Context: an optimization exercise on an open-source flow, tuned for small area. The choices shown serve that exercise and are no tape-out recipe.
Function was not checked in any run shown here: the RTL went through the layout flow alone.
No activity file was given, so power comes from the tool's default toggle rates. No driver is modelled on the clock port, so clocking that relies on it looks cheaper here than on a real chip.

**flow/design.v**
```verilog
`timescale 1ns/1ps
`default_nettype none
module fetch_stage (
    input  wire [18:0] pc,
    input  wire        inc,
    input  wire        jump,
    input  wire [18:0] off,
    output wire [18:0] lo,
    output wire        c
);
    localparam integer N = 19;
    wire [N-1:0] b = jump ? off : {{(N-1){1'b0}}, inc};
    wire [N-1:0] p [0:5];
    wire [N-1:0] g [0:5];
    assign p[0] = pc ^ b;
    assign g[0] = pc & b;
    genvar l, i;
    generate
        for (l = 0; l < 5; l = l + 1) begin : lv
            for (i = 0; i < N; i = i + 1) begin : bt
                if (i >= (1 << l)) begin : c
                    assign g[l+1][i] = g[l][i] | (p[l][i] & g[l][i - (1 << l)]);
                    assign p[l+1][i] = p[l][i] & p[l][i - (1 << l)];
                end else begin : n
                    assign g[l+1][i] = g[l][i];
                    assign p[l+1][i] = p[l][i];
                end
            end
        end
    endgenerate
    assign lo = p[0] ^ {g[5][N-2:0], 1'b0};
    assign c  = g[5][N-1];
endmodule
`default_nettype wire
`timescale 1ns/1ps
`default_nettype none
module pc_upper (
    input  wire        go,
    input  wire        dn,
    input  wire [42:0] h,
    output reg  [42:0] y
);
    reg [43:0] chain;
    integer    i;
    always @(*) begin
        chain[0] = go;
        for (i = 0; i < 43; i = i + 1) begin
            chain[i+1] = chain[i] && (h[i] != dn);
            y[i]       = h[i] ^ chain[i];
        end
    end
endmodule
`default_nettype wire
`timescale 1ns/1ps
`default_nettype none
module reg_file (
    input  wire        clk,
    input  wire        clr,
    input  wire        wen,
    input  wire [4:0]  rd,
    input  wire [15:0] wd,
    input  wire [4:0]  rs1,
    input  wire [4:0]  rs2,
    output wire [15:0] a,
    output wire [15:0] b
);
    wire [16*32-1:0] ring_out;
    rf_ring u_ring (
        .clk      (clk),
        .clr      (clr),
        .wen      (wen),
        .rd       (rd),
        .wd       (wd),
        .ring_out (ring_out)
    );
    rf_port_a u_ra (
        .ring (ring_out),
        .sel  (rs1),
        .y    (a)
    );
    rf_port_b u_rb (
        .ring (ring_out),
        .sel  (rs2),
        .y    (b)
    );
endmodule
module rf_ring (
    input  wire              clk,
    input  wire              clr,
    input  wire              wen,
    input  wire [4:0]        rd,
    input  wire [15:0]       wd,
    output wire [16*32-1:0]  ring_out
);
    assign ring_out[15:0] = 16'd0;
    genvar g;
    generate
        for (g = 1; g < 32; g = g + 1) begin : gr
            reg  [63:0] s;
            wire        we_g = clr | (wen && rd == g);
            always @(posedge clk) begin
                s <= {s[47:0], we_g ? wd : s[63:48]};
            end
            assign ring_out[16*g +: 16] = s[63:48];
        end
    endgenerate
endmodule
module rf_port_a (
    input  wire [16*32-1:0] ring,
    input  wire [4:0]       sel,
    output reg  [15:0]      y
);
    integer k;
    always @(*) begin
        y = 16'd0;
        for (k = 1; k < 32; k = k + 1) begin
            y = y | (ring[16*k +: 16] & {16{sel == k}});
        end
    end
endmodule
module rf_port_b (
    input  wire [16*32-1:0] ring,
    input  wire [4:0]       sel,
    output reg  [15:0]      y
);
    integer k;
    always @(*) begin
        y = 16'd0;
        for (k = 1; k < 32; k = k + 1) begin
            y = y | (ring[16*k +: 16] & {16{sel == k}});
        end
    end
endmodule
`default_nettype wire
`timescale 1ns/1ps
`default_nettype none
module execute_stage (
    input  wire [15:0] a,
    input  wire [15:0] b,
    input  wire        sub,
    input  wire        cin,
    input  wire [1:0]  op,      
    output reg  [15:0] y,
    output wire        cout
);
    wire [15:0] bx = sub ? ~b : b;
    wire [15:0] p0 = a ^ bx;
    wire [15:0] g0 = (a & bx) | {15'd0, p0[0] & cin};
    wire [15:0] p1 = {p0[15:1] & p0[14:0], p0[0]};
    wire [15:0] g1 = {g0[15:1] | (p0[15:1] & g0[14:0]), g0[0]};
    wire [15:0] p2 = {p1[15:2] & p1[13:0], p1[1:0]};
    wire [15:0] g2 = {g1[15:2] | (p1[15:2] & g1[13:0]), g1[1:0]};
    wire [15:0] p3 = {p2[15:4] & p2[11:0], p2[3:0]};
    wire [15:0] g3 = {g2[15:4] | (p2[15:4] & g2[11:0]), g2[3:0]};
    wire [15:0] g4 = {g3[15:8] | (p3[15:8] & g3[7:0]), g3[7:0]};
    wire [15:0] s  = p0 ^ {g4[14:0], cin};
    assign cout = g4[15];
    always @(*) begin
        case (op)
            2'd0:    y = s;
            2'd1:    y = a ^ b;
            2'd2:    y = a | b;
            default: y = a & b;
        endcase
    end
endmodule
`default_nettype wire
`timescale 1ns/1ps
`default_nettype none
module writeback_stage (
    input  wire [15:0] a,
    input  wire        sgn,
    input  wire        c,
    output wire [15:0] y
);
    wire [15:0] t  = sgn ? ~a : a;        
    wire [15:0] q0 = t;
    wire [15:0] q1 = {q0[15:1] & q0[14:0], q0[0]};
    wire [15:0] q2 = {q1[15:2] & q1[13:0], q1[1:0]};
    wire [15:0] q3 = {q2[15:4] & q2[11:0], q2[3:0]};
    wire [15:0] q4 = {q3[15:8] & q3[7:0], q3[7:0]};
    wire [15:0] fl = {q4[14:0], 1'b1};    
    assign y = (sgn != c) ? a ^ fl : a;
endmodule
`default_nettype wire
`timescale 1ns/1ps
`default_nettype none
module core_top (
    input  wire        clk,
    input  wire        rst,
    output wire        imem_req_valid,
    input  wire        imem_req_ready,
    output wire [63:0] imem_req_addr,
    input  wire        imem_rsp_valid,
    output wire        imem_rsp_ready,
    input  wire [63:0] imem_rsp_rdata,
    output wire        dmem_req_valid,
    input  wire        dmem_req_ready,
    output wire [63:0] dmem_req_addr,
    output wire        dmem_req_we,
    output wire [63:0] dmem_req_wdata,
    input  wire        dmem_rsp_valid,
    output wire        dmem_rsp_ready,
    input  wire [63:0] dmem_rsp_rdata,
    output wire        retire_valid,
    output wire [63:0] retire_pc,
    output wire [4:0]  retire_rd,
    output wire        retire_rd_we,
    output wire [63:0] retire_rd_data
);
    reg  [1:0]  ph;      
    reg         clr;     
    reg         act;     
    reg         ldw;     
    reg         irv;     
    reg  [31:7] ir;      
    reg  [2:0]  cls;     
    reg  [63:2] pc;      
    reg         nf;      
    reg         drop;    
    reg         guess;   
    reg         xd;      
    reg         tk;      
    reg         dpend;   
    reg  [2:0]  dout;    
    reg         carry;
    reg         eqacc;
    reg  [63:0] rr;      
    reg  [63:0] ww;      
    wire ph0 = (ph == 2'd0);
    wire ph3 = (ph == 2'd3);
    wire [2:0]  f3     = ir[14:12];
    wire [4:0]  rd     = ir[11:7];
    wire [4:0]  rs1    = ir[19:15];
    wire [4:0]  rs2    = ir[24:20];
    localparam [2:0] C_NONE = 3'd0;    
    localparam [2:0] C_OP   = 3'd1;
    localparam [2:0] C_ADDI = 3'd2;
    localparam [2:0] C_LD   = 3'd3;
    localparam [2:0] C_SD   = 3'd4;
    localparam [2:0] C_BR   = 3'd5;
    localparam [2:0] C_JAL  = 3'd6;
    wire is_op   = (cls == C_OP);
    wire is_addi = (cls == C_ADDI);
    wire is_ld   = (cls == C_LD);
    wire is_sd   = (cls == C_SD);
    wire is_br   = (cls == C_BR);
    wire is_jal  = (cls == C_JAL);
    wire known   = (cls != C_NONE);
    wire writes  = is_op | is_addi | is_ld | is_jal;
    wire is_sub  = is_op && (f3 == 3'b000) && ir[30];
    wire use_imm = is_addi | is_ld | is_sd;
    wire        run;
    wire        wen;
    wire [15:0] wd;
    wire [15:0] a_rf;
    wire [15:0] b_rf;
    reg_file u_rf (
        .clk (clk),
        .clr (clr),
        .wen (wen),
        .rd  (rd),
        .wd  (wd),
        .rs1 (rs1),
        .rs2 (rs2),
        .a   (a_rf),
        .b   (b_rf)
    );
    wire [11:0] imm12 = is_sd ? {ir[31:25], ir[11:7]} : ir[31:20];
    wire [15:0] immc  = ph0 ? {{4{imm12[11]}}, imm12} : {16{imm12[11]}};
    wire [63:0] pcx   = {pc, 2'b00};
    reg  [15:0] pcc;
    always @(*) begin
        case (ph)
            2'd0:    pcc = pcx[15:0];
            2'd1:    pcc = pcx[31:16];
            2'd2:    pcc = pcx[47:32];
            default: pcc = pcx[63:48];
        endcase
    end
    reg [15:0] ldc;
    always @(*) begin
        case (ph)
            2'd0:    ldc = dmem_rsp_rdata[15:0];
            2'd1:    ldc = dmem_rsp_rdata[31:16];
            2'd2:    ldc = dmem_rsp_rdata[47:32];
            default: ldc = dmem_rsp_rdata[63:48];
        endcase
    end
    wire [15:0] op_a = ldw ? ldc : is_jal ? pcc : a_rf;
    wire [15:0] op_b = (ldw || (is_jal && !ph0)) ? 16'd0 : is_jal ? 16'd4 : use_imm ? immc : b_rf;
    wire        cin  = ph0 ? is_sub : carry;
    wire [15:0] alu;
    wire        cout;
    wire [1:0]  aop = (is_op && f3[2] && !ldw) ? (f3[1] ? (f3[0] ? 2'd3 : 2'd2) : 2'd1) : 2'd0;
    execute_stage u_alu (
        .a    (op_a),
        .b    (op_b),
        .sub  (is_sub && !ldw),
        .cin  (cin),
        .op   (aop),
        .y    (alu),
        .cout (cout)
    );
    wire [15:0] res = alu;
    assign wd  = clr ? 16'd0 : res;
    assign wen = run && (ldw || (writes && !is_ld));
    wire eq    = eqacc && (a_rf == b_rf);
    wire taken = f3[0] ? !eq : eq;
    wire ld_rsp = !dpend && dout == 3'd1 && dmem_rsp_valid;
    wire start  = !clr && irv && !xd && !dpend && (ldw ? ld_rsp : known);
    assign run  = ph0 ? start : act;
    wire end_rnd = run && ph3;
    wire end_fin = end_rnd && (ldw || !is_ld);    
    wire mem_iss = end_rnd && !ldw && (is_ld || is_sd);
    wire [18:0] joff = is_jal ? {ir[31], ir[19:12], ir[20], ir[30:22]}
                              : {{9{ir[31]}}, ir[7], ir[30:25], ir[11:9]};
    wire [18:0] lo;
    wire        lo_c;
    wire        jump = irv && guess;
    fetch_stage u_pcadd (
        .pc   (pc[20:2]),
        .inc  (irv),
        .jump (jump),
        .off  (joff),
        .lo   (lo),
        .c    (lo_c)
    );
    wire        sgn  = jump && joff[18];
    wire        hchg = lo_c != sgn;         
    wire        skip = irv && hchg;
    wire tk_now   = end_fin ? taken : tk;
    wire mis      = is_br && (tk_now != guess);
    wire done     = irv && (end_fin || xd || !known);
    wire store_ok = !is_sd || !dmem_req_valid || dmem_req_ready;
    wire fetched  = nf || skip;    
    wire adv_any  = done && fetched && store_ok;
    wire advance  = adv_any && !mis;
    wire fixup    = done && fetched && mis;
    wire [63:21] hi;
    pc_upper u_pchi (
        .go (advance && hchg),
        .dn (sgn),
        .h  (pc[63:21]),
        .y  (hi)
    );
    wire [63:2] pc_d = {hi, advance ? lo : pc[20:2]};
    wire ld_ir = (!irv || advance) && nf && !drop && imem_rsp_valid;
    wire [31:0] nxt = pc_d[2] ? imem_rsp_rdata[63:32] : imem_rsp_rdata[31:0];
    wire [2:0]  nf3 = nxt[14:12];
    wire [2:0]  nxt_cls =
        (nxt[6:0] == 7'b0110011 && (nf3 == 3'b000 || nf3 == 3'b100 || nf3[2:1] == 2'b11)) ? C_OP :
        (nxt[6:0] == 7'b0010011 && nf3 == 3'b000) ? C_ADDI :
        (nxt[6:0] == 7'b0000011 && nf3 == 3'b011) ? C_LD :
        (nxt[6:0] == 7'b0100011 && nf3 == 3'b011) ? C_SD :
        (nxt[6:0] == 7'b1100011 && nf3[2:1] == 2'b00) ? C_BR :
        (nxt[6:0] == 7'b1101111) ? C_JAL : C_NONE;
    assign imem_req_valid = !nf && !hchg;
    assign imem_req_addr  = {pc[63:21], lo[18:1], 3'b000};
    assign imem_rsp_ready = drop || ((!irv || adv_any) && nf);
    wire byp = end_rnd;
    assign dmem_req_valid = dpend || mem_iss;
    assign dmem_req_we    = is_sd;
    wire [15:0] addr3;
    writeback_stage u_addr3 (
        .a   (a_rf),
        .sgn (imm12[11]),
        .c   (carry),
        .y   (addr3)
    );
    assign dmem_req_addr  = {byp ? addr3 : rr[63:48], rr[47:0]};
    assign dmem_req_wdata = {byp ? b_rf : ww[63:48], ww[47:0]};
    assign dmem_rsp_ready = !(ldw && !dpend && dout == 3'd1) || (end_rnd && ldw);
    assign retire_valid   = end_fin;
    assign retire_pc      = pcx;
    assign retire_rd      = rd;
    assign retire_rd_we   = writes;
    assign retire_rd_data = {res, rr[47:0]};
    wire dfire  = dmem_req_valid && dmem_req_ready;
    wire drfire = dmem_rsp_valid && dmem_rsp_ready;
    always @(posedge clk or posedge rst) begin
        if (rst) begin
            ph    <= 2'd0;
            clr   <= 1'b1;
            act   <= 1'b0;
            ldw   <= 1'b0;
            irv   <= 1'b0;
            pc    <= 62'd0;
            nf    <= 1'b0;
            drop  <= 1'b0;
            xd    <= 1'b0;
            dpend <= 1'b0;
            dout  <= 3'd0;
        end else begin
            ph    <= ph + 2'd1;
            if (ph3) clr <= 1'b0;
            act   <= run && !ph3;
            if (end_rnd) ldw <= !ldw && is_ld;
            pc    <= pc_d;
            if (ld_ir) irv <= 1'b1;
            else if (advance) irv <= 1'b0;
            if (imem_req_valid && imem_req_ready) nf <= 1'b1;
            if (ld_ir || fixup) nf <= 1'b0;
            if (fixup) drop <= nf && !imem_rsp_valid;   
            else if (imem_rsp_valid) drop <= 1'b0;
            if (advance) xd <= 1'b0;
            else if (end_fin || fixup) xd <= 1'b1;
            dpend <= dmem_req_valid && !dmem_req_ready;
            dout  <= dout + {2'd0, dfire} - {2'd0, drfire};
        end
    end
    always @(posedge clk) begin
        if (ld_ir) begin
            ir    <= nxt[31:7];
            cls   <= nxt_cls;
            guess <= (nxt_cls == C_JAL) || (nxt_cls == C_BR && nxt[12]);
        end else if (fixup) begin
            guess <= !guess;
        end
        if (end_fin) tk <= taken;
        carry <= cout;
        eqacc <= (ph0 || eqacc) && (a_rf == b_rf);
        if (run) begin
            case (ph)
                2'd0:    begin rr[15:0]  <= res; ww[15:0]  <= b_rf; end
                2'd1:    begin rr[31:16] <= res; ww[31:16] <= b_rf; end
                2'd2:    begin rr[47:32] <= res; ww[47:32] <= b_rf; end
                default: begin rr[63:48] <= res; ww[63:48] <= b_rf; end
            endcase
        end
    end
endmodule
`default_nettype wire
```
**flow/flow/run.sh**
```bash
#!/bin/bash
# The standard layout (the standard.sh, ORFS from synthesis to the final
# layout) with these changes:
#  - the buffers that buffer_ports puts on every input and output port are
#    sky130_fd_sc_hd__buf_1 instead of the cell it picks by default;
#  - clock tree synthesis inserts no dummy loads.
# The full make output goes to standard.log in this folder; ORFS's own
# per-step logs are under orfs/logs.
set -euo pipefail
here=$(pwd)
bash standard.sh \
  "SYNTH_SCRIPT=$here/flow/synth.tcl" \
  "BUFFER_PORTS_ARGS=-buffer_cell sky130_fd_sc_hd__buf_1" \
  "CTS_ARGS=-sink_clustering_enable -repair_clock_nets -sink_clustering_size 25 -sink_clustering_max_diameter 120 -dont_use_dummy_load" \
  finish > standard.log 2>&1
```
**flow/flow/area.abc**
```
strash
dch
map -a
topo
```
**flow/flow/speed.abc**
```
&get -n
&st
&dch
&nf
&st
&syn2
&if -g -K 6
&synch2
&nf
&st
&syn2
&if -g -K 6
&synch2
&nf
&st
&syn2
&if -g -K 6
&synch2
&nf
&st
&syn2
&if -g -K 6
&synch2
&nf
&st
&syn2
&if -g -K 6
&synch2
&nf
&put
```
**flow/flow/synth.tcl**
```tcl
proc synth {args} { yosys synth -nofsm -noshare {*}$args }
set ::area_abc [file join [file dirname [info script]] area.abc]
set ::speed_abc [file join [file dirname [info script]] speed.abc]
proc with_script {script arglist} {
  set a {}
  set skip 0
  foreach x $arglist {
    if {$skip} { lappend a $script; set skip 0; continue }
    if {$x eq "-script"} { lappend a $x; set skip 1; continue }
    lappend a $x
  }
  return $a
}
proc abc {args} {
  yosys abc {*}[with_script $::area_abc $args] rf_ring pc_upper
  yosys abc {*}[with_script $::speed_abc $args] core_top reg_file rf_port_a rf_port_b execute_stage fetch_stage writeback_stage
}
source $::env(SCRIPTS_DIR)/synth.tcl
# left out here: clear keep_hierarchy, flatten, clean up, hide names made inside functions, write 1_2_yosys.v
```
**flow/standard.sh**
```bash
#!/bin/bash
# synth_recipe.tcl (not shown) runs the flow's synth.tcl, then flattens the netlist and writes it again
# the make line also repeats each setting of config.mk as NAME=value (left out here)
make -C /OpenROAD-flow-scripts/flow DESIGN_CONFIG=/design/flow/config.mk WORK_HOME=/design/flow/orfs CLKGATE_MAP_FILE= SYNTH_SCRIPT=/design/flow/synth_recipe.tcl "${@:-finish}"
```
**flow/config.mk**
```make
export PLATFORM = sky130hd
export DESIGN_NAME = core_top
export DESIGN_NICKNAME = core_top
export VERILOG_FILES = /design/flow/design.v
export SDC_FILE = /design/flow/constraint.sdc
export NUM_CORES = 8
export LEC_CHECK = 0
export CAP_MARGIN = 20
export CORE_MARGIN = 2
export CORE_UTILIZATION = 55
export CTS_CLUSTER_DIAMETER = 120
export CTS_CLUSTER_SIZE = 25
export SETUP_SLACK_MARGIN = 0.2
export SLEW_MARGIN = 20
export SYNTH_HIERARCHICAL = 1
export SYNTH_MINIMUM_KEEP_SIZE = 0
```
**flow/constraint.sdc**
```tcl
create_clock -name core_clock -period 7.0 [get_ports {clk}]
set_input_delay 1.4000 -clock core_clock [delete_from_list [all_inputs] [get_ports {clk}]]
set_output_delay 1.4000 -clock core_clock [all_outputs]
set_load 0.01 [all_outputs]
```
==> reports/summary.txt, run 1 <==
GRT overflow = 0
Setup CP Type = flip-flop to output port
number of global-route vias before repair = 44.2k
Synth Area per Inst = 11.5 µm²
total global routing track utilization = 0.337
Tightest Hold Check Type = flip-flop to flip-flop
layout check failures = negative setup slack
critical path's slowest cell = sky130_fd_sc_hd__or4_4
transition time at the pin with the least slew margin = 1.10 ns
aggregate routed wire length = 231000 µm
routability congestion estimate = 1.01
wire length of the first global-routing pass = 319000 µm
Bufs and invs on worst path = 4
gate family responsible for the most delay along the worst path = simple AND/OR/NAND/NOR gates
sort of element at the end of the critical path = output port
slack of the worst reg-to-reg path = -0.15 ns
core footprint = 128000 µm²
fill cell count = 10.3k
CP Data Required Time = 5.60 ns
cell area power density = 401 nW/µm²
area taken by flip-flops and latches = 46400 µm²
Vias/cell = 5.72
worst setup timing slack at the placement stage = -0.879 ns
post-layout minimum cycle time = 7.33 ns
final worst slack = -0.329 ns
result of the run = finished with violations
routed length per instance = 27.3 µm
starting density of the core = 0.556
Boundary Pins = 466
Setup Viol. Count Final = 18
TritonCTS buffer count = 100
skew final = 0.0928 ns
post-route antenna net violation count = 0
worst hold path depth = 0
detailed-route DRC error count = 0
Die Height = 364 µm
clock latency reported for the late side of the worst-skew pair = 0.76 ns
final hold viol count = 0
highest fanout seen on the critical path = 24
maximum cell stage delay along the critical path = 0.62 ns
CP cell instances = and2_4, buf_6, and3_1, a2111oi_4, nand3_2, or4_4, buf_12, a21oi_4, nor2_2, xnor2_2, fa_2, inv_4, fa_2, a21o_1, a311o_1, o2111ai_2, o31a_1, or4b_4, o2111ai_4, buf_6
Leak Pwr = 32.1 nW
number of DRC violations after detailed-routing iteration 0 = 5626
Worst Hold Path EP = u_rf.u_ring.gr[2].s[59]
ratio of final minimum period to clock period = 1.05
maximum operating frequency = 0.136 GHz
clock transition at the registers of the reported paths = 0.10 ns
cell at the root of the clock tree = sky130_fd_sc_hd__clkbuf_16
layout cells sized above 1 = 0.168
maximum VDD drop = 423 µV
Crit path arrival time = 5.93 ns
number of maximum-capacitance violations = 0
unrepaired setup endpoints after global routing = yes
buffers added on ports = 460
post-placement cell area = 74900 µm²
Syn-to-layout area delta = 13.7%
met2 WL = 103000 µm
post-route met1 wirelength = 99000 µm
Reg-to-Reg End = pc[63]
clk sink count = 2219
number of slew-limit violations in the final report = 0
clock tree from TritonCTS = done
Detail Placement HPWL = 168000 µm
Synth Cell Area = 71100 µm²
startpoint kind of the worst setup timing path = flip-flop
Layout Cell Area excl Fill = 80900 µm²
maximum clock insertion buffer count = 3
nets@finish = 6927
synthesized instance count = 6164
number of search-and-repair iterations in the first detailed-routing pass = 7
FF-to-FF Start = ir[18]
cell row count = 131
total of warnings raised by yosys = 13
relative slew slack = 0.265
number of buffers inserted by hold repair at cts = 0
vias = 48.3k
routed wire length on met3 = 16700 µm
startpoint of the most critical hold path = u_rf.u_ring.gr[2].s[43]
Max H-tree Level = 3
floorplan die area = 132000 µm²
Top Layer Used = met4
maximum number of pins on one net before global-route repair = 76
antenna violations before repair = 12
footprint of the multi-input gates = 21400 µm²
number of cells on the worst reg-to-reg path = 45
Horiz. Die Dim = 364 µm
==> cells in the final DEF (no fill, tap or decap), drive strengths merged, types with 47 or more instances in the layout <==
cell type,n
edfxtp,157
nand3,85
buf,1131
and3,169
xor2,81
clkinv,130
xnor2,47
dfrtp,74
o22ai,52
ha,73
clkbuf,104
mux2,94
nand2,681
a21oi,139
a32oi,62
a22oi,183
o21ai,584
dfxtp,1987
nor2,216
a2111oi,56
mux2i,97
==> worst max path at each step <==
stage            from                 end  slack (ns)  depth (start not counted)
2_1_floorplan  ir[17]              pc[63]       -0.72                         42
3_3_place_gp   ir[17]              pc[63]       -0.93                         46
3_5_place_dp   ir[17]              pc[63]       -0.88                         46
4_1_cts        ir[23]  retire_rd_data[62]       -0.37                         21
5_1_grt        ir[18]              pc[63]       -0.47                         47
6_report       ir[21]  retire_rd_data[62]       -0.33                         20
==> power by group <==
part | internal, mW | switching, mW | total, mW
combinational | 3.56 | 6.88 | 10.4
clock | 2.55 | 3.70 | 6.25
sequential | 14.7 | 1.05 | 15.7
total | 20.8 | 11.6 | 32.4
==> worst reg2reg max path, delay by kind of cell, from the launching register on <==
| kind | cells | cell delay, ns |
|---|---|---|
| AO/OA/AOI/OAI | 8 | 1.38 |
| XOR/XNOR | 2 | 0.33 |
| buffers and inverters | 10 | 0.91 |
| flip-flops | 1 | 0.48 |
| AND/OR/NAND/NOR | 25 | 3.94 |
==> sequential cells by signal, indices dropped and copies added, names as in the netlist, 2 cells and up <==
signal,flops
cls,3
pc,62
u_rf.u_ring.gr.s,1984
ph,2
rr,64
dout,3
ir,25
ww,64
==> cell type report <==
class | instances | share of cell area
sequential | 2219 | 0.574
tap | 1729 | 0.0268
multi-input combinational | 3122 | 0.264
inverter | 135 | 0.00658
clock buffer | 100 | 0.0310
timing repair buffer | 1138 | 0.0978
antenna | 8 | 0.000248
==> layer usage <==
metal | vias up | GRT usage
met5 | - | 0
met4 | 0 | 0.156
met3 | 501 | 0.0473
met2 | 2230 | 0.525
met1 | 23700 | 0.465
li1 | 21900 | -
==> stage by stage <==
stage           util  total power [mW]  hold slack (ns)  setup TNS, ns  instances
6_report       0.632              32.4            0.276          -2.28       8451
5_1_grt        0.631              33.6            0.271          -6.74       8443
4_1_cts        0.618              32.1            0.262          -1.08       8390
3_5_place_dp   0.585              25.5            0.312          -8.13       8184
3_3_place_gp   0.585              25.4            0.309          -8.43       8184
2_1_floorplan      -              20.1            0.310          -5.68       6168
==> repair_timing <==
action | in CTS | in global routing
endpoints found under the hold margin | 0 | 0
setup buffers | 103 | 48
pin swaps | 59 | 63
resized for setup | 208 | 242
cloned | 3 | 5
endpoints found under the setup margin | 42 | 37
==> run 2: changes to the inputs <==
--- a/flow/design.v
+++ b/flow/design.v
@@ -73,15 +73,12 @@
         .wd       (wd),
         .ring_out (ring_out)
     );
-    rf_port_a u_ra (
+    rf_read u_read (
         .ring (ring_out),
-        .sel  (rs1),
-        .y    (a)
-    );
-    rf_port_b u_rb (
-        .ring (ring_out),
-        .sel  (rs2),
-        .y    (b)
+        .rs1  (rs1),
+        .rs2  (rs2),
+        .a    (a),
+        .b    (b)
     );
 endmodule
 module rf_ring (
@@ -105,29 +102,20 @@
         end
     endgenerate
 endmodule
-module rf_port_a (
-    input  wire [16*32-1:0] ring,
-    input  wire [4:0]       sel,
-    output reg  [15:0]      y
-);
-    integer k;
-    always @(*) begin
-        y = 16'd0;
-        for (k = 1; k < 32; k = k + 1) begin
-            y = y | (ring[16*k +: 16] & {16{sel == k}});
-        end
-    end
-endmodule
-module rf_port_b (
+module rf_read (
     input  wire [16*32-1:0] ring,
-    input  wire [4:0]       sel,
-    output reg  [15:0]      y
+    input  wire [4:0]       rs1,
+    input  wire [4:0]       rs2,
+    output reg  [15:0]      a,
+    output reg  [15:0]      b
 );
     integer k;
     always @(*) begin
-        y = 16'd0;
+        a = 16'd0;
+        b = 16'd0;
         for (k = 1; k < 32; k = k + 1) begin
-            y = y | (ring[16*k +: 16] & {16{sel == k}});
+            a = a | (ring[16*k +: 16] & {16{rs1 == k}});
+            b = b | (ring[16*k +: 16] & {16{rs2 == k}});
         end
     end
 endmodule
@@ -220,6 +208,13 @@
     reg         drop;    
     reg         guess;   
     reg         xd;      
+    reg         rt;      
+    reg         rval;    
+    reg  [4:0]  rrd;
+    reg         rwe;
+    reg  [20:2] opc;     
+    reg         nh;      
+    reg         ns;      
     reg         tk;      
     reg         dpend;   
     reg  [2:0]  dout;    
@@ -328,19 +323,19 @@
     );
     wire        sgn  = jump && joff[18];
     wire        hchg = lo_c != sgn;         
-    wire        skip = irv && hchg;
+    wire        skip = irv && hchg && !rt;
     wire tk_now   = end_fin ? taken : tk;
     wire mis      = is_br && (tk_now != guess);
     wire done     = irv && (end_fin || xd || !known);
     wire store_ok = !is_sd || !dmem_req_valid || dmem_req_ready;
     wire fetched  = nf || skip;    
     wire adv_any  = done && fetched && store_ok;
-    wire advance  = adv_any && !mis;
+    wire advance  = adv_any && !mis && !rt;
     wire fixup    = done && fetched && mis;
     wire [63:21] hi;
     pc_upper u_pchi (
-        .go (advance && hchg),
-        .dn (sgn),
+        .go (rt && nh),
+        .dn (ns),
         .h  (pc[63:21]),
         .y  (hi)
     );
@@ -355,7 +350,7 @@
         (nxt[6:0] == 7'b0100011 && nf3 == 3'b011) ? C_SD :
         (nxt[6:0] == 7'b1100011 && nf3[2:1] == 2'b00) ? C_BR :
         (nxt[6:0] == 7'b1101111) ? C_JAL : C_NONE;
-    assign imem_req_valid = !nf && !hchg;
+    assign imem_req_valid = !nf && !hchg && !(rt && nh);
     assign imem_req_addr  = {pc[63:21], lo[18:1], 3'b000};
     assign imem_rsp_ready = drop || ((!irv || adv_any) && nf);
     wire byp = end_rnd;
@@ -371,11 +366,11 @@
     assign dmem_req_addr  = {byp ? addr3 : rr[63:48], rr[47:0]};
     assign dmem_req_wdata = {byp ? b_rf : ww[63:48], ww[47:0]};
     assign dmem_rsp_ready = !(ldw && !dpend && dout == 3'd1) || (end_rnd && ldw);
-    assign retire_valid   = end_fin;
-    assign retire_pc      = pcx;
-    assign retire_rd      = rd;
-    assign retire_rd_we   = writes;
-    assign retire_rd_data = {res, rr[47:0]};
+    assign retire_valid   = rt && rval;
+    assign retire_pc      = {pc[63:21], opc, 2'b00};
+    assign retire_rd      = rrd;
+    assign retire_rd_we   = rwe;
+    assign retire_rd_data = rr;
     wire dfire  = dmem_req_valid && dmem_req_ready;
     wire drfire = dmem_rsp_valid && dmem_rsp_ready;
     always @(posedge clk or posedge rst) begin
@@ -389,6 +384,7 @@
             nf    <= 1'b0;
             drop  <= 1'b0;
             xd    <= 1'b0;
+            rt    <= 1'b0;
             dpend <= 1'b0;
             dout  <= 3'd0;
         end else begin
@@ -403,6 +399,7 @@
             if (ld_ir || fixup) nf <= 1'b0;
             if (fixup) drop <= nf && !imem_rsp_valid;   
             else if (imem_rsp_valid) drop <= 1'b0;
+            rt    <= advance;
             if (advance) xd <= 1'b0;
             else if (end_fin || fixup) xd <= 1'b1;
             dpend <= dmem_req_valid && !dmem_req_ready;
@@ -418,6 +415,12 @@
             guess <= !guess;
         end
         if (end_fin) tk <= taken;
+        rval <= known;
+        rrd  <= rd;
+        rwe  <= writes;
+        opc  <= pc[20:2];
+        nh   <= hchg;
+        ns   <= sgn;
         carry <= cout;
         eqacc <= (ph0 || eqacc) && (a_rf == b_rf);
         if (run) begin
--- a/flow/flow/run.sh
+++ b/flow/flow/run.sh
@@ -11,5 +11,5 @@
 bash standard.sh \
   "SYNTH_SCRIPT=$here/flow/synth.tcl" \
   "BUFFER_PORTS_ARGS=-buffer_cell sky130_fd_sc_hd__buf_1" \
-  "CTS_ARGS=-sink_clustering_enable -repair_clock_nets -sink_clustering_size 25 -sink_clustering_max_diameter 120 -dont_use_dummy_load" \
+  "CTS_ARGS=-sink_clustering_enable -repair_clock_nets -sink_clustering_size 30 -sink_clustering_max_diameter 100 -dont_use_dummy_load" \
   finish > standard.log 2>&1
--- a/flow/flow/synth.tcl
+++ b/flow/flow/synth.tcl
@@ -13,7 +13,7 @@
 }
 proc abc {args} {
   yosys abc {*}[with_script $::area_abc $args] rf_ring pc_upper
-  yosys abc {*}[with_script $::speed_abc $args] core_top reg_file rf_port_a rf_port_b execute_stage fetch_stage writeback_stage
+  yosys abc {*}[with_script $::speed_abc $args] core_top reg_file rf_read execute_stage fetch_stage writeback_stage
 }
 source $::env(SCRIPTS_DIR)/synth.tcl
 # left out here: clear keep_hierarchy, flatten, clean up, hide names made inside functions, write 1_2_yosys.v
--- a/flow/config.mk
+++ b/flow/config.mk
@@ -8,8 +8,8 @@
 export CAP_MARGIN = 20
 export CORE_MARGIN = 2
 export CORE_UTILIZATION = 55
-export CTS_CLUSTER_DIAMETER = 120
-export CTS_CLUSTER_SIZE = 25
+export CTS_CLUSTER_DIAMETER = 100
+export CTS_CLUSTER_SIZE = 30
 export SETUP_SLACK_MARGIN = 0.2
 export SLEW_MARGIN = 20
 export SYNTH_HIERARCHICAL = 1
==> run 2 against run 1 <==
Effect of this change:
- the run now finishes clean
- final cell count shrank 3.6%
- register-to-register slack improved by 0.48 ns
- flip-flop and latch count grew 29
- clock skew rose by 0.016 ns
- worst setup slack improved by 0.51 ns
- fmax increased by 7.4%
- core utilization shrank 4.8 points
- count of clock-buffer cells in the layout fell by 12
- non-clock buffer count fell by 419
- first-iteration DRC count grew 20%
- clock power decreased by 4.8%
- critical path type unchanged
- largest cell class unchanged
==> reports/summary.txt, run 2 <==
clk sink count = 2248
vias = 49.4k
ratio of final minimum period to clock period = 0.974
final hold viol count = 0
Leak Pwr = 28.7 nW
starting density of the core = 0.555
Boundary Pins = 466
Largest regs = u_rf.u_ring.gr.s: 1984 flops, rr: 64 flops, ww: 64 flops
Vias/cell = 6.06
layout cells sized above 1 = 0.0718
transition time at the pin with the least slew margin = 1.25 ns
maximum number of pins on one net before global-route repair = 77
unrepaired setup endpoints after global routing = no
synthesized instance count = 6276
Layout Cell Area excl Fill = 75700 µm²
Setup CP Type = flip-flop to output port
total of warnings raised by yosys = 12
clock latency reported for the late side of the worst-skew pair = 0.77 ns
wire length of the first global-routing pass = 356000 µm
Synth Cell Area = 71900 µm²
post-route antenna net violation count = 0
maximum clock insertion buffer count = 3
number of search-and-repair iterations in the first detailed-routing pass = 6
number of slew-limit violations in the final report = 0
met2 track utilization from global routing = 0.570
flip-flop count of the largest register after layout = 1984
met3 GRT Util = 0.0941
number of maximum-capacitance violations = 0
area taken by flip-flops and latches = 47000 µm²
Layout Utilization = 0.584
maximum VDD drop = 263 µV
Setup Viol. Count Final = 0
core footprint = 130000 µm²
most frequent standard cell in the layout excluding fill and tap cells = sky130_fd_sc_hd__dfxtp_1
cell area power density = 391 nW/µm²
maximum operating frequency = 0.147 GHz
Synth Area per Inst = 11.5 µm²
cell at the root of the clock tree = sky130_fd_sc_hd__clkbuf_16
Crit path arrival time = 5.42 ns
total global routing track utilization = 0.385
clock transition at the registers of the reported paths = 0.11 ns
Detail Placement HPWL = 187000 µm
routed length per instance = 32.4 µm
commonest cells after routing, fill and taps aside = 2015 x sky130_fd_sc_hd__dfxtp_1, 761 x sky130_fd_sc_hd__nand2_1, 598 x sky130_fd_sc_hd__o21ai_0
clock tree from TritonCTS = done
fill cell count = 11.0k
hold_ws = 0.263 ns
startpoint kind of the worst setup timing path = flip-flop
Horiz. Die Dim = 366 µm
post-layout minimum cycle time = 6.82 ns
number of DRC violations after detailed-routing iteration 0 = 6727
GRT overflow = 0
cell row count = 132
routability congestion estimate = 1.04
aggregate routed wire length = 264000 µm
nets@finish = 6617
Tightest Hold Check Type = flip-flop to flip-flop
detailed-route DRC error count = 0
CP Data Required Time = 5.60 ns
Max H-tree Level = 3
buffers added on ports = 460
antenna violations before repair = 16
result of the run = no timing/DRC/antenna violations
skew final = 0.108 ns
floorplan die area = 134000 µm²
relative slew slack = 0.165
number of global-route vias before repair = 45.1k
Most Used Layer, Global Route = met2
Die Height = 366 µm
register ranked first by flip-flop count = u_rf.u_ring.gr.s
highest fanout seen on the critical path = 10
footprint of the multi-input gates = 20100 µm²
Syn-to-layout area delta = 5.25%
TritonCTS buffer count = 88
sort of element at the end of the critical path = output port
Overall Power = 29.6 mW
met1 layer usage reported by global route = 0.507
post-placement cell area = 73200 µm²
run 2: what timing repair did:
action / CTS / global route
hold buffers: 0 / 0
setup endpoints to repair: 182 / 141
buffers inserted: 13 / 6
gates cloned: 1 / 0
endpoints found under the hold margin: 0 / 0
pin swaps: 4 / 2
gates resized for setup: 19 / 20
run 2: final cells by class:
cell class / count / area share
antenna: 4 / 0.000132
multi-input combinational: 3219 / 0.265
tap: 1742 / 0.0288
timing repair buffer: 719 / 0.0500
sequential: 2248 / 0.620
clock buffer: 88 / 0.0291
inverter: 130 / 0.00653
run 2: routing by layer:
metal	vias up	part of all wire
met5	-	0.00055
li1	21500	-
met1	24000	0.41
met2	2983	0.42
met4	12	0.074
met3	868	0.097
run 2: metrics by stage:
| stage | setup TNS (ns) | setup slack, ns | std cells |
|---|---|---|---|
| floorplan | -0.422 | -0.289 | 6280 |
| global placement | -5.75 | -0.147 | 8037 |
| detailed placement | -2.88 | -0.0996 | 8038 |
| CTS | 0 | 0.230 | 8140 |
| global route | 0 | 0.201 | 8148 |
| finish | 0 | 0.179 | 8150 |
run 2: final timing paths:
check                                            to  depth (start not counted)  slack [ns]               startpoint
max                               dmem_req_addr[62]                         16        0.18                   ir[19]
min                        u_rf.u_ring.gr[30].s[25]                          0        0.26  u_rf.u_ring.gr[30].s[9]
max reg2reg                u_rf.u_ring.gr[28].s[15]                         22        0.33                   ir[15]
min reg2reg                u_rf.u_ring.gr[30].s[25]                          0        0.26  u_rf.u_ring.gr[30].s[9]
max in group asynchronous                     ph[1]                          3        5.65                      rst
min in group asynchronous                    pc[58]                          3        0.84                      rst
run 2: power breakdown:
group / switching, mW / internal (mW) / total [mW]
registers: 1.28 / 15.0 / 16.2
clock network: 3.68 / 2.27 / 5.95
logic: 5.42 / 2.01 / 7.43
run 2: worst max-delay path, cell delays in order (launching register included):
cell and delay [ns]:
sky130_fd_sc_hd__edfxtp_1 0.38, sky130_fd_sc_hd__buf_4 0.20, sky130_fd_sc_hd__buf_4 0.21, sky130_fd_sc_hd__nor3b_2 0.16, sky130_fd_sc_hd__buf_4 0.21, sky130_fd_sc_hd__and2_0 0.37, sky130_fd_sc_hd__buf_4 0.30, sky130_fd_sc_hd__a32o_1 0.24
sky130_fd_sc_hd__nor4_1 0.53, sky130_fd_sc_hd__o2111ai_1 0.19, sky130_fd_sc_hd__buf_4 0.24, sky130_fd_sc_hd__or4b_1 0.54, sky130_fd_sc_hd__o21ai_0 0.21, sky130_fd_sc_hd__nand4_1 0.18, sky130_fd_sc_hd__xnor2_1 0.18, sky130_fd_sc_hd__mux2_1 0.38
sky130_fd_sc_hd__buf_1 0.16
==> run 3: changes to the inputs <==
--- a/flow/design.v
+++ b/flow/design.v
@@ -73,12 +73,15 @@
         .wd       (wd),
         .ring_out (ring_out)
     );
-    rf_read u_read (
+    rf_port_a u_ra (
         .ring (ring_out),
-        .rs1  (rs1),
-        .rs2  (rs2),
-        .a    (a),
-        .b    (b)
+        .sel  (rs1),
+        .y    (a)
+    );
+    rf_port_b u_rb (
+        .ring (ring_out),
+        .sel  (rs2),
+        .y    (b)
     );
 endmodule
 module rf_ring (
@@ -102,20 +105,29 @@
         end
     endgenerate
 endmodule
-module rf_read (
+module rf_port_a (
+    input  wire [16*32-1:0] ring,
+    input  wire [4:0]       sel,
+    output reg  [15:0]      y
+);
+    integer k;
+    always @(*) begin
+        y = 16'd0;
+        for (k = 1; k < 32; k = k + 1) begin
+            y = y | (ring[16*k +: 16] & {16{sel == k}});
+        end
+    end
+endmodule
+module rf_port_b (
     input  wire [16*32-1:0] ring,
-    input  wire [4:0]       rs1,
-    input  wire [4:0]       rs2,
-    output reg  [15:0]      a,
-    output reg  [15:0]      b
+    input  wire [4:0]       sel,
+    output reg  [15:0]      y
 );
     integer k;
     always @(*) begin
-        a = 16'd0;
-        b = 16'd0;
+        y = 16'd0;
         for (k = 1; k < 32; k = k + 1) begin
-            a = a | (ring[16*k +: 16] & {16{rs1 == k}});
-            b = b | (ring[16*k +: 16] & {16{rs2 == k}});
+            y = y | (ring[16*k +: 16] & {16{sel == k}});
         end
     end
 endmodule
@@ -217,6 +229,7 @@
     reg         ns;      
     reg         tk;      
     reg         dpend;   
+    reg         dwe;     
     reg  [2:0]  dout;    
     reg         carry;
     reg         eqacc;
@@ -303,11 +316,12 @@
     wire eq    = eqacc && (a_rf == b_rf);
     wire taken = f3[0] ? !eq : eq;
     wire ld_rsp = !dpend && dout == 3'd1 && dmem_rsp_valid;
-    wire start  = !clr && irv && !xd && !dpend && (ldw ? ld_rsp : known);
+    wire start  = !clr && irv && !xd && (!dpend || dmem_req_ready) && (ldw ? ld_rsp : known);
     assign run  = ph0 ? start : act;
     wire end_rnd = run && ph3;
     wire end_fin = end_rnd && (ldw || !is_ld);    
-    wire mem_iss = end_rnd && !ldw && (is_ld || is_sd);
+    wire ld_iss  = end_rnd && !ldw && is_ld;
+    wire st_iss  = end_rnd && is_sd;
     wire [18:0] joff = is_jal ? {ir[31], ir[19:12], ir[20], ir[30:22]}
                               : {{9{ir[31]}}, ir[7], ir[30:25], ir[11:9]};
     wire [18:0] lo;
@@ -327,9 +341,8 @@
     wire tk_now   = end_fin ? taken : tk;
     wire mis      = is_br && (tk_now != guess);
     wire done     = irv && (end_fin || xd || !known);
-    wire store_ok = !is_sd || !dmem_req_valid || dmem_req_ready;
     wire fetched  = nf || skip;    
-    wire adv_any  = done && fetched && store_ok;
+    wire adv_any  = done && fetched;
     wire advance  = adv_any && !mis && !rt;
     wire fixup    = done && fetched && mis;
     wire [63:21] hi;
@@ -353,9 +366,8 @@
     assign imem_req_valid = !nf && !hchg && !(rt && nh);
     assign imem_req_addr  = {pc[63:21], lo[18:1], 3'b000};
     assign imem_rsp_ready = drop || ((!irv || adv_any) && nf);
-    wire byp = end_rnd;
-    assign dmem_req_valid = dpend || mem_iss;
-    assign dmem_req_we    = is_sd;
+    assign dmem_req_valid = dpend || ld_iss;
+    assign dmem_req_we    = dpend && dwe;
     wire [15:0] addr3;
     writeback_stage u_addr3 (
         .a   (a_rf),
@@ -363,8 +375,8 @@
         .c   (carry),
         .y   (addr3)
     );
-    assign dmem_req_addr  = {byp ? addr3 : rr[63:48], rr[47:0]};
-    assign dmem_req_wdata = {byp ? b_rf : ww[63:48], ww[47:0]};
+    assign dmem_req_addr  = {ld_iss ? addr3 : rr[63:48], rr[47:0]};
+    assign dmem_req_wdata = ww;
     assign dmem_rsp_ready = !(ldw && !dpend && dout == 3'd1) || (end_rnd && ldw);
     assign retire_valid   = rt && rval;
     assign retire_pc      = {pc[63:21], opc, 2'b00};
@@ -386,6 +398,7 @@
             xd    <= 1'b0;
             rt    <= 1'b0;
             dpend <= 1'b0;
+            dwe   <= 1'b0;
             dout  <= 3'd0;
         end else begin
             ph    <= ph + 2'd1;
@@ -402,7 +415,8 @@
             rt    <= advance;
             if (advance) xd <= 1'b0;
             else if (end_fin || fixup) xd <= 1'b1;
-            dpend <= dmem_req_valid && !dmem_req_ready;
+            dpend <= (dmem_req_valid && !dmem_req_ready) || st_iss;
+            dwe   <= (dwe && dpend && !dmem_req_ready) || st_iss;
             dout  <= dout + {2'd0, dfire} - {2'd0, drfire};
         end
     end
--- a/flow/flow/run.sh
+++ b/flow/flow/run.sh
@@ -11,5 +11,5 @@
 bash standard.sh \
   "SYNTH_SCRIPT=$here/flow/synth.tcl" \
   "BUFFER_PORTS_ARGS=-buffer_cell sky130_fd_sc_hd__buf_1" \
-  "CTS_ARGS=-sink_clustering_enable -repair_clock_nets -sink_clustering_size 30 -sink_clustering_max_diameter 100 -dont_use_dummy_load" \
+  "CTS_ARGS=-sink_clustering_enable -repair_clock_nets -sink_clustering_size 25 -sink_clustering_max_diameter 120 -dont_use_dummy_load" \
   finish > standard.log 2>&1
==> flow/flow/synth.tcl (replaced) <==
proc synth {args} { yosys synth -nofsm -noshare {*}$args }
set ::area_abc [file join [file dirname [info script]] area.abc]
proc abc {args} {
  set a {}
  set skip 0
  foreach x $args {
    if {$skip} { lappend a $::area_abc; set skip 0; continue }
    if {$x eq "-script"} { lappend a $x; set skip 1; continue }
    lappend a $x
  }
  yosys abc {*}$a rf_ring pc_upper
  yosys abc {*}$args core_top reg_file rf_port_a rf_port_b execute_stage fetch_stage writeback_stage
}
source $::env(SCRIPTS_DIR)/synth.tcl
# left out here: clear keep_hierarchy, flatten, clean up, hide names made inside functions, write 1_2_yosys.v
--- a/flow/config.mk
+++ b/flow/config.mk
@@ -8,8 +8,8 @@
 export CAP_MARGIN = 20
 export CORE_MARGIN = 2
 export CORE_UTILIZATION = 55
-export CTS_CLUSTER_DIAMETER = 100
-export CTS_CLUSTER_SIZE = 30
+export CTS_CLUSTER_DIAMETER = 120
+export CTS_CLUSTER_SIZE = 25
 export SETUP_SLACK_MARGIN = 0.2
 export SLEW_MARGIN = 20
 export SYNTH_HIERARCHICAL = 1
removed: flow/flow/speed.abc
==> run 3 against run 2 <==
Effect of this change:
- die area up 1.0%
- highest routed layer unchanged
- register-to-register slack better by 0.14 ns
- worst hold slack better by 0.016 ns
- final cell count down 1.2%
- sequential power down 6%
- synthesized cell count up 1.0%
- wire length down 18%
- still clean
- clock power up 5.9%
- largest power group unchanged
- combinational power down 8.2%
==> reports/summary.txt, run 3 <==
result of the run = no timing/DRC/antenna violations
fill cell count = 11.2k
Vias/cell = 5.67
starting density of the core = 0.554
transition time at the pin with the least slew margin = 1.15 ns
clock tree from TritonCTS = done
vias = 45.6k
Die Height = 368 µm
total of warnings raised by yosys = 13
maximum cell stage delay along the critical path = 0.74 ns
Tightest Hold Check Type = flip-flop to flip-flop
total global routing track utilization = 0.313
Leak Pwr = 29.5 nW
number of cells on the worst reg-to-reg path = 21
Synth Cell Area = 72700 µm²
cell area power density = 375 nW/µm²
register ranked first by flip-flop count = u_rf.u_ring.gr.s
Crit path arrival time = 5.24 ns
flip-flop count of the largest register after layout = 1984
number of global-route vias before repair = 42.3k
final hold viol count = 0
CP cell instances = buf_4, or2_2, nor2_1, buf_4, a2111oi_0, nand3_1, or4_1, buf_4, or4b_4, o22ai_4, buf_12, xor2_1, nand2_1, nand2_1, buf_1
sort of element at the end of the critical path = output port
Detail Placement HPWL = 157000 µm
maximum clock insertion buffer count = 3
critical path's slowest cell = sky130_fd_sc_hd__or4_1
maximum operating frequency = 0.151 GHz
detailed-route DRC error count = 0
Worst Hold Path EP = u_rf.u_ring.gr[2].s[20]
Most Used Layer, Global Route = met2
count of placed standard cells including taps = 7922
skew final = 0.0735 ns
unrepaired setup endpoints after global routing = no
Layout Cell Area excl Fill = 75500 µm²
cell row count = 133
clock latency reported for the late side of the worst-skew pair = 0.75 ns
post-layout minimum cycle time = 6.64 ns
Largest regs = u_rf.u_ring.gr.s: 1984 flops, rr: 64 flops, ww: 64 flops
aggregate routed wire length = 217000 µm
final worst slack = 0.362 ns
startpoint kind of the worst setup timing path = flip-flop
layout cells sized above 1 = 0.0814
CP Data Required Time = 5.60 ns
TritonCTS buffer count = 100
Setup CP Type = flip-flop to output port
aggregate negative setup slack = 0 ns
number of slew-limit violations in the final report = 0
most frequent standard cell in the layout excluding fill and tap cells = sky130_fd_sc_hd__dfxtp_1
maximum number of pins on one net before global-route repair = 78
met3 GRT Util = 0.0504
number of maximum-capacitance violations = 0
worst hold path depth = 0
startpoint of the most critical hold path = u_rf.u_ring.gr[2].s[4]
routed length per instance = 26.9 µm
cell at the root of the clock tree = sky130_fd_sc_hd__clkbuf_16
Setup Viol. Count Final = 0
Boundary Pins = 466
maximum VDD drop = 258 µV
commonest cells after routing, fill and taps aside = 2015 x sky130_fd_sc_hd__dfxtp_1, 721 x sky130_fd_sc_hd__nand2_1, 573 x sky130_fd_sc_hd__o21ai_0
nets@finish = 6502
antenna violations before repair = 14
Horiz. Die Dim = 368 µm
synthesized instance count = 6341
clk sink count = 2249
FF-to-FF Start = ir[24]
met2 track utilization from global routing = 0.491
number of search-and-repair iterations in the first detailed-routing pass = 6
GRT overflow = 0
buffers added on ports = 460
wire length of the first global-routing pass = 307000 µm
Max H-tree Level = 3
slack of the worst reg-to-reg path = 0.47 ns
Final Instance Count excl. Fillers = 8052
Overall Power = 28.3 mW
floorplan die area = 135000 µm²
Reg-to-Reg End = u_rf.u_ring.gr[21].s[11]
Syn-to-layout area delta = 3.81%
number of DRC violations after detailed-routing iteration 0 = 5009
worst setup timing slack at the placement stage = 0.185 ns
clock transition at the registers of the reported paths = 0.09 ns
highest fanout seen on the critical path = 10
routability congestion estimate = 1.00
relative slew slack = 0.234
post-placement cell area = 72600 µm²
cell occurring most often along the worst timing path = sky130_fd_sc_hd__buf_4
core footprint = 131000 µm²
Synth Area per Inst = 11.5 µm²
ratio of final minimum period to clock period = 0.948
met1 layer usage reported by global route = 0.425
post-route antenna net violation count = 0
[run 3: cell count changes in the layout (fill, tap and decap cells not counted), moves of 36 or more]
cell / before / now
sky130_fd_sc_hd__nand2_1: 761 / 721
sky130_fd_sc_hd__nand3_1: 119 / 83
sky130_fd_sc_hd__mux2_1: 73 / 0
sky130_fd_sc_hd__a22o_1: 69 / 20
sky130_fd_sc_hd__clkinv_1: 128 / 55
sky130_fd_sc_hd__buf_4: 248 / 185
sky130_fd_sc_hd__inv_1: 0 / 79
sky130_fd_sc_hd__and3_1: 69 / 168
[run 3: worst max path at each step]
stage | start | endpoint | slack (ns)
after global routing | ir[16] | dmem_req_addr[60] | 0.22
after CTS | ir[16] | dmem_req_addr[63] | 0.20
after floorplan | ir[24] | u_rf.u_ring.gr[16].s[14] | 1.62
after global placement | ir[19] | u_rf.u_ring.gr[21].s[14] | 0.28
after detailed placement | ir[18] | u_rf.u_ring.gr[2].s[10] | 0.18
final | ir[16] | dmem_req_addr[52] | 0.36
[run 3: layout make-up]
| cell class | count | area, µm² | area share |
|---|---|---|---|
| clock buffers | 100 | 2500 | 0.0332 |
| repair buffers | 665 | 3470 | 0.0460 |
| multi-input cells | 3138 | 19800 | 0.262 |
| flip-flops and latches | 2249 | 47000 | 0.623 |
| inverters | 137 | 515 | 0.00683 |
| well taps | 1755 | 2200 | 0.0291 |
| diodes | 8 | 20.0 | 0.000265 |
[run 3: per-layer routing]
metal | part of all wire | up-vias
li1 | - | 21100
met1 | 0.43 | 22200
met2 | 0.45 | 1881
met3 | 0.070 | 415
met4 | 0.049 | 8
met5 | 0.00026 | -
[run 3: critical path: cells and delay by family (launching register included)]
kind                   cells  cell delay (ns)
AND/OR/NAND/NOR            7             2.04
buffers and inverters      5             0.97
flip-flops                 1             0.61
AO/OA/AOI/OAI              2             0.58
XOR/XNOR                   1             0.30
[run 3: through the flow]
stage                     hold WS [ns]   util
final                            0.279  0.575
after global placement           0.310  0.553
after global routing             0.282  0.575
after floorplan                  0.310      -
after CTS                        0.281  0.573
after detailed placement         0.312  0.553
[run 3: power breakdown]
| part | internal (mW) | switching (mW) |
|---|---|---|
| clock network | 2.56 | 3.74 |
| logic | 2.04 | 4.78 |
| registers | 14.4 | 0.812 |
| total | 19.0 | 9.33 |
[run 3: timing repair]
item | 4_1_cts | 5_1_grt
hold buffers | 0 | 0
setup buffers | 11 | 10
pin swaps | 2 | 1
gates resized for setup | 13 | 17
endpoints found under the setup margin | 19 | 252

==> separate check: timing with driven ports <==
The results above use ideal ports. As a check the final layouts listed here were re-extracted and re-timed, cells and wires unchanged. Step 1 sets driving cells, clkbuf_16 on the clock port and buf_2 on the other inputs (assumed; they add their load-dependent delay and slew). Step 2 also shifts input and output timing later by t, the mid clock arrival at the registers, as if the neighbouring blocks saw the same clock. Three values: ideal ports, drivers, drivers and shift; two values: the first two.
| run | t, ns | setup WS [ns] | worst setup path at the end | latest minus earliest clock arrival (ns) | cell pins on the clock port's net |
|---|---|---|---|---|---|
| run 1 | 0.792 | -0.329 / -0.412 / -0.149 | register to register | 0.093 / 0.093 | 1 |
| run 2 | 0.793 | 0.179 / 0.102 / 0.330 | register to register | 0.109 / 0.109 | 1 |
| run 3 | 0.796 | 0.362 / 0.284 / 0.471 | register to register | 0.074 / 0.074 | 1 |
